This is an optimization exercise on Yosys and OpenROAD, whose aim is small area, not a production implementation. RTL that was checked went through simulation tests only; none was proved equivalent to the original.

==> inputs of 10-13 <==
==> flow/design.v (excerpt) <==
module dual_wheel_incremental_pid_drive #(
	parameter int TICK_BITS = dwpid_pkg::TICK_BITS
) (
	input  logic                        clk,
	input  logic                        arst_n,
	input  logic                        psel,
	input  logic                        penable,
	input  logic                        pwrite,
	input  logic [4:0]                  paddr,
	input  logic [31:0]                 pwdata,
	output logic [31:0]                 prdata,
	output logic                        pready,
	input  logic                        in_valid,
	output logic                        in_stall,
	input  logic [2:0]                  cmd,
	input  logic signed [15:0]          speed,
	input  logic signed [TICK_BITS-1:0] left_ticks,
	input  logic signed [TICK_BITS-1:0] right_ticks,
	output logic                        out_valid,
	input  logic                        out_stall,
	output logic [15:0]                 left_duty,
	output logic [1:0]                  left_dir,
	output logic [15:0]                 right_duty,
	output logic [1:0]                  right_dir,
	output logic signed [15:0]          left_speed,
	output logic signed [15:0]          right_speed,
	output logic signed [31:0]          left_odometry,
	output logic signed [31:0]          right_odometry
);
clock: 12.0 ns
lec_check: 0
abc_area: 1
cap_margin: 20
core_margin: 2
core_utilization: 40
cts_buf_list: sky130_fd_sc_hd__clkbuf_2
cts_cluster_size: 20
slew_margin: 20
run.sh (not shown) runs the stock make flow with config.mk's settings and CLKGATE_MAP_FILE= SYNTH_SCRIPT=/design/flow/synth_recipe.tcl, a recipe that flattens the netlist after the stock synthesis.
==> 08-16: changes against 10-13 <==
--- a/flow/design.v
+++ b/flow/design.v
@@ -59,43 +59,58 @@
 	input  logic [15:0] km,
 	input  logic        p_bit,
 	input  logic        n_bit,
 	input  logic        spd_bit,
 	input  logic        spd_min,
 	input  logic [15:0] ticks,
 	input  logic        tgtneg,
 	input  logic        run,
+	input  logic        fresh_od,
+	input  logic        fresh_pid,
+	input  logic        tseen,
 	output logic [15:0] duty,
 	output logic [1:0]  dir,
 	output logic [15:0] speed,
 	output logic [31:0] odometry
 );
 	logic [19:0] s_q;
 	logic [15:0] q_q;
 	logic [15:0] sp_q;
 	logic [31:0] od_q;
 	logic [22:0] acc_q;
 	logic [16:0] e1_q, e2_q;
 	logic [1:0]  dir_q;
-	logic tsign, qseen, oc, ovf, mseen, tseen, ec, e16;
-	logic ca, cu, cc, s1, s2, ct, accs, c_a, c_b, hi, lo, sf, fseen, qnz;
+	logic tsign_nz, seen, c1, ovf_hi, e16_lo;
+	logic ca, cu, cc, s1, s2, ct, accs, c_a, c_b, sf;
+	logic tsign, ovf, e16, hi, lo, qnz, qseen, mseen, fseen, oc, ec;
+	assign tsign = tsign_nz;
+	assign qnz   = tsign_nz;
+	assign ovf   = ovf_hi;
+	assign hi    = ovf_hi;
+	assign e16   = e16_lo;
+	assign lo    = e16_lo;
+	assign qseen = seen;
+	assign mseen = seen;
+	assign fseen = seen;
+	assign oc    = c1;
+	assign ec    = c1;
 	logic k_lt16;
 	assign k_lt16 = (k[5:4] == 2'b00);
 	logic        div;
 	logic        x, xneg;
 	logic [19:0] a_in, b_in, sum;
 	logic        cin;
 	logic        sneg;
 	assign div  = c_div1 | c_div2;
 	assign sneg = s_q[19];
 	logic eb, e1b, e2b, sa, su, sc;
 	assign eb  = q_q[0];
-	assign e1b = (k >= 6'd17) ? s1 : e1_q[0];
-	assign e2b = (k >= 6'd17) ? s2 : e2_q[0];
+	assign e1b = (k >= 6'd17) ? s1 : (e1_q[0] & ~fresh_pid);
+	assign e2b = (k >= 6'd17) ? s2 : (e2_q[0] & ~fresh_pid);
 	assign sa  = eb ^ ~e1b ^ ca;
 	assign su  = e1b ^ ~e2b ^ cu;
 	assign sc  = sa ^ ~su ^ cc;
 	always_comb begin
 		x = 1'b0;
 		xneg = 1'b0;
 		if (c_mul1) x = k_lt16 & q_q[0];
 		if (c_mul2) x = q_q[0];
@@ -115,57 +130,52 @@
 			cin  = x & xneg;
 		end
 	end
 	assign sum = a_in + b_in + {19'd0, cin};
 	logic od_en, dsrc, db, od_s;
 	assign od_en = c_neg | (c_mul1 & k_lt16);
 	assign dsrc  = c_neg ? q_q[0] : tsign;
 	assign db    = LEFT ? ~dsrc : dsrc;
-	assign od_s  = od_q[0] ^ db ^ oc;
+	logic od0;
+	assign od0   = od_q[0] & ~fresh_od;
+	assign od_s  = od0 ^ db ^ oc;
 	logic negbit;
 	assign negbit = tsign ? (q_q[0] ^ qseen) : q_q[0];
 	logic dneg, v, m, t, eraw, eclip, ebit;
 	assign dneg  = LEFT ? ~tsign : tsign;
 	assign v     = ovf ? (k == 6'd15) : q_q[0];
 	assign m     = (k == 6'd16) ? sp_q[15] :
 	               dneg ? (v ^ mseen) : (ovf ? (k != 6'd15) : q_q[0]);
 	assign t     = tgtneg ? (spd_bit ^ tseen) : spd_bit;
 	assign eraw  = t ^ ~m ^ ec;
 	assign eclip = tgtneg & spd_min & dneg & ovf;
 	assign ebit  = eclip ? k_lt16 : eraw;
 	logic dd, accb, tb, za, zb;
 	assign dd   = sum[0];
-	assign accb = (k >= 6'd23) ? accs : acc_q[0];
+	assign accb = (k >= 6'd23) ? accs : (acc_q[0] & ~fresh_pid);
 	assign tb   = accb ^ dd ^ ct;
 	assign za   = p_bit ^ ~tb ^ c_a;
 	assign zb   = tb ^ p_bit ^ c_b;
 	logic f, g;
 	assign f = hi ? p_bit : lo ? n_bit : acc_q[0];
 	assign g = sf ? (f ^ fseen) : f;
 	function automatic logic maj(input logic a, input logic b, input logic c);
 		maj = (a & b) | (a & c) | (b & c);
 	endfunction
-	always_ff @(posedge clk or negedge arst_n) begin
-		if (!arst_n) begin
-			od_q  <= '0;
-			acc_q <= '0;
-			e1_q  <= '0;
-			e2_q  <= '0;
-		end else begin
-			if (od_en) od_q <= {od_s, od_q[31:1]};
-			if (c_pid && step) begin
-				if (k <= 6'd22) acc_q <= {tb, acc_q[22:1]};
-				if (k <= 6'd16) begin
-					e1_q <= {eb, e1_q[16:1]};
-					e2_q <= {e1_q[0], e2_q[16:1]};
-				end
+	always_ff @(posedge clk) begin
+		if (od_en) od_q <= {od_s, od_q[31:1]};
+		if (c_pid && step) begin
+			if (k <= 6'd22) acc_q <= {tb, acc_q[22:1]};
+			if (k <= 6'd16) begin
+				e1_q <= {eb, e1_q[16:1]};
+				e2_q <= {e1b, e2_q[16:1]};
 			end
-			if (c_clip) acc_q <= {f, acc_q[22:1]};
 		end
+		if (c_clip) acc_q <= {f, acc_q[22:1]};
 	end
 	always_ff @(posedge clk) begin
 		if (c_mul1 || c_mul2) s_q <= {sum[19], sum[19:1]};
 		else if (c_meas && k == 6'd16) s_q <= '0;
 		else if (c_pid) begin
 			if (step) s_q <= (k == 6'd40) ? 20'd0 : {sum[19], sum[19:1]};
 			else s_q <= sum;
 		end else if (c_clip) begin
@@ -177,64 +187,62 @@
 		else if (c_mul1 || c_mul2) q_q <= {sum[0], q_q[15:1]};
 		else if (c_meas && k_lt16) q_q <= {ebit & run, q_q[15:1]};
 		else if (c_pid && step) q_q <= {e16, q_q[15:1]};
 		else if (c_clip) q_q <= {s_q[0], q_q[15:1]};
 		else if (div) q_q <= {q_q[14:0], ~sum[19]};
 		if (c_meas && k_lt16) sp_q <= {m, sp_q[15:1]};
 		if (c_done) dir_q <= (run && qnz) ? (sf ? 2'd2 : 2'd1) : 2'd0;
 		if (c_load) begin
-			tsign <= ticks[15];
-			qseen <= 1'b0;
-			oc    <= LEFT;
-			qnz   <= 1'b0;
+			tsign_nz <= ticks[15];
+			seen     <= 1'b0;
+			c1       <= LEFT;
 		end
-		if (c_neg) qseen <= qseen | q_q[0];
-		if (od_en) oc <= maj(od_q[0], db, oc);
+		if (c_neg) seen <= seen | q_q[0];
+		if (od_en) c1 <= maj(od0, db, oc);
 		if (c_mul1 && k == 6'd23) begin
-			ovf   <= |s_q;
-			mseen <= 1'b0;
-			tseen <= 1'b0;
-			ec    <= 1'b1;
+			ovf_hi <= |s_q;
+			seen   <= 1'b0;
+			c1     <= 1'b1;
 		end
 		if (c_meas) begin
-			mseen <= mseen | v;
-			tseen <= tseen | spd_bit;
-			ec    <= maj(t, ~m, ec);
+			seen <= seen | v;
+			c1   <= maj(t, ~m, ec);
 			if (k == 6'd16) begin
-				e16 <= ebit;
+				e16_lo <= ebit;
 				ca  <= 1'b1;
 				cu  <= 1'b1;
 				cc  <= 1'b1;
 				ct  <= 1'b0;
 				c_a <= 1'b1;
 				c_b <= 1'b0;
 			end
 		end
 		if (c_pid && step) begin
 			ca  <= maj(eb, ~e1b, ca);
 			cu  <= maj(e1b, ~e2b, cu);
 			cc  <= maj(sa, ~su, cc);
 			ct  <= maj(accb, dd, ct);
 			c_a <= maj(p_bit, ~tb, c_a);
 			c_b <= maj(tb, p_bit, c_b);
 			if (k == 6'd16) begin
-				s1 <= e1_q[0];
-				s2 <= e2_q[0];
+				s1 <= e1b;
+				s2 <= e2b;
 			end
-			if (k == 6'd22) accs <= acc_q[0];
+			if (k == 6'd22) accs <= accb;
 			if (k == 6'd40) begin
-				hi    <= za;
-				lo    <= zb;
-				sf    <= za ? 1'b0 : zb ? 1'b1 : acc_q[22];
-				fseen <= 1'b0;
+				ovf_hi <= za;
+				e16_lo <= zb;
+				sf     <= za ? 1'b0 : zb ? 1'b1 : acc_q[22];
+				seen   <= 1'b0;
 			end
 		end
-		if (c_clip) fseen <= fseen | f;
-		if (c_div2) qnz <= qnz | ~sum[19];
+		if (c_clip) seen <= seen | f;
+		if (c_mul2) tsign_nz <= 1'b0;
+		if (c_div2) tsign_nz <= qnz | ~sum[19];
 	end
 	assign duty     = q_q;
 	assign dir      = dir_q;
 	assign speed    = sp_q;
 	assign odometry = od_q;
 endmodule
 module dual_wheel_incremental_pid_drive #(
 	parameter int TICK_BITS = dwpid_pkg::TICK_BITS
@@ -385,16 +393,30 @@
 			pc    <= '0;
 			nseen <= 1'b0;
 		end else if ((ph_q == PH_PID || ph_q == PH_CLIP) && step) begin
 			dl    <= {dl[2:0], gbit};
 			pc    <= ptot[2:1];
 			nseen <= nseen | p_bit;
 		end
 	end
+	logic fresh_od, fresh_pid, tseen;
+	always_ff @(posedge clk or negedge arst_n) begin
+		if (!arst_n) begin
+			fresh_od  <= 1'b1;
+			fresh_pid <= 1'b1;
+		end else begin
+			if (ph_q == PH_MUL1 && k_q == 6'd15) fresh_od <= 1'b0;
+			if (ph_q == PH_PID && k_q == 6'd40 && step) fresh_pid <= 1'b0;
+		end
+	end
+	always_ff @(posedge clk) begin
+		if (ph_q == PH_MEAS) tseen <= tseen | spd_bit;
+		else tseen <= 1'b0;
+	end
 	logic spd_bit, spd_min;
 	assign spd_bit = speed[(k_q[4]) ? 4'd15 : k_q[3:0]];
 	assign spd_min = (speed == 16'sh8000);
 	logic ltn, rtn;
 	assign ltn = (cmd == dwpid_pkg::CMD_BACKWARD) || (cmd == dwpid_pkg::CMD_LEFT);
 	assign rtn = (cmd == dwpid_pkg::CMD_BACKWARD) || (cmd == dwpid_pkg::CMD_RIGHT);
 	logic c_load, c_neg, c_mul1, c_meas, c_pid, c_clip, c_div1, c_mul2, c_div2, c_done;
 	assign c_load = start;
@@ -405,18 +427,18 @@
 	assign c_clip = (ph_q == PH_CLIP);
 	assign c_div1 = (ph_q == PH_DIV1);
 	assign c_mul2 = (ph_q == PH_MUL2);
 	assign c_div2 = (ph_q == PH_DIV2);
 	assign c_done = (ph_q == PH_DONE);
 	dwpid_lane #(.LEFT(1'b1)) u_left (
 		.clk, .arst_n, .c_load, .c_neg, .c_mul1, .c_meas, .c_pid, .c_clip, .c_div1, .c_mul2,
 		.c_div2, .c_done, .k(k_q), .sub(sub_q), .step, .last, .km, .p_bit, .n_bit, .spd_bit,
-		.spd_min, .ticks(left_ticks), .tgtneg(ltn), .run,
+		.spd_min, .ticks(left_ticks), .tgtneg(ltn), .run, .fresh_od, .fresh_pid, .tseen,
 		.duty(left_duty), .dir(left_dir), .speed(left_speed), .odometry(left_odometry)
 	);
 	dwpid_lane #(.LEFT(1'b0)) u_right (
 		.clk, .arst_n, .c_load, .c_neg, .c_mul1, .c_meas, .c_pid, .c_clip, .c_div1, .c_mul2,
 		.c_div2, .c_done, .k(k_q), .sub(sub_q), .step, .last, .km, .p_bit, .n_bit, .spd_bit,
-		.spd_min, .ticks(right_ticks), .tgtneg(rtn), .run,
+		.spd_min, .ticks(right_ticks), .tgtneg(rtn), .run, .fresh_od, .fresh_pid, .tseen,
 		.duty(right_duty), .dir(right_dir), .speed(right_speed), .odometry(right_odometry)
 	);
 endmodule
- ABC_AREA: 1 -> unset
- CTS_BUF_LIST: sky130_fd_sc_hd__clkbuf_2 -> sky130_fd_sc_hd__clkbuf_8
- CTS_CLUSTER_SIZE: 20 -> 30
==> results.yml <==
status:
  run_status: "finished clean"
worst_setup_path:
  r2r-start: "k_q[1]$_DFFE_PN0N_"
  worstSetupEndpoint: "u_right.q_q[0]$_DFFE_PP_"
logic_synthesis:
  synth_common_cells: "edfxtp_1 (310), nand2_1 (246), a21oi_1 (142)"
  synth_top_family_by_area: "compound AO/OA/AOI/OAI gates"
place:
  pre_cts_slack_ns: 4.24
power_and_ir_drop:
  ir_drop_uv: 148
floorplanning:
  core_um2: 57700
# the run above: 08-16

==> results.yml <==
worst_setup_path:
  worstPathRequired_ns: 9.60
  worstSetupPathType: "in2out"
  worstSetupEndpoint: "prdata[2]"
place:
  pre_cts_slack_ns: 4.66
logic_synthesis:
  synth_top_family_by_area: "simple AND/OR/NAND/NOR gates"
  synthArstFlopShare_pct: 64.3
floorplanning:
  core_um2: 62700
status:
  run_status: "finished clean"
power_and_ir_drop:
  ir_drop_uv: 151
global_route:
  grt_busiest_layer: "met2"
# the run above: 10-13

Function not checked in 08-16: the RTL went through the layout flow alone.

==> static timing again, ports no longer ideal <==
In the flow no input, the clock included, has a driving cell. The finished layouts below were timed again as built, in two steps.
Step 1: set_driving_cell puts a clkbuf_16 on clk and a buf_2 on each other input, an assumption about the parent block.
Step 2 adds t to the input delays and takes it off the output delays; t is the mean of the earliest and latest rising clock arrival at the registers after step 1. Input paths then give back, and output paths get back, about the clock's delay inside the block.
Three values: no drivers, after step 1, after step 2; two values: the first two.
run	t (ns)	slack for setup (ns)	hold slack, ns	worst register clock-pin slew, ns	pins driven straight from the clock port
10-13	1.313	4.570 / 4.545 / 4.545	0.415 / 0.415 / 0.415	0.12 / 0.12	1
08-16	0.726	4.061 / 4.061 / 4.061	0.394 / 0.394 / 0.394	0.07 / 0.07	1
After both steps setup and hold are still met in every run listed. For 10-13, which loses most, drivers alone change the setup slack by -0.025 ns; drivers and shift together by -0.025 ns.
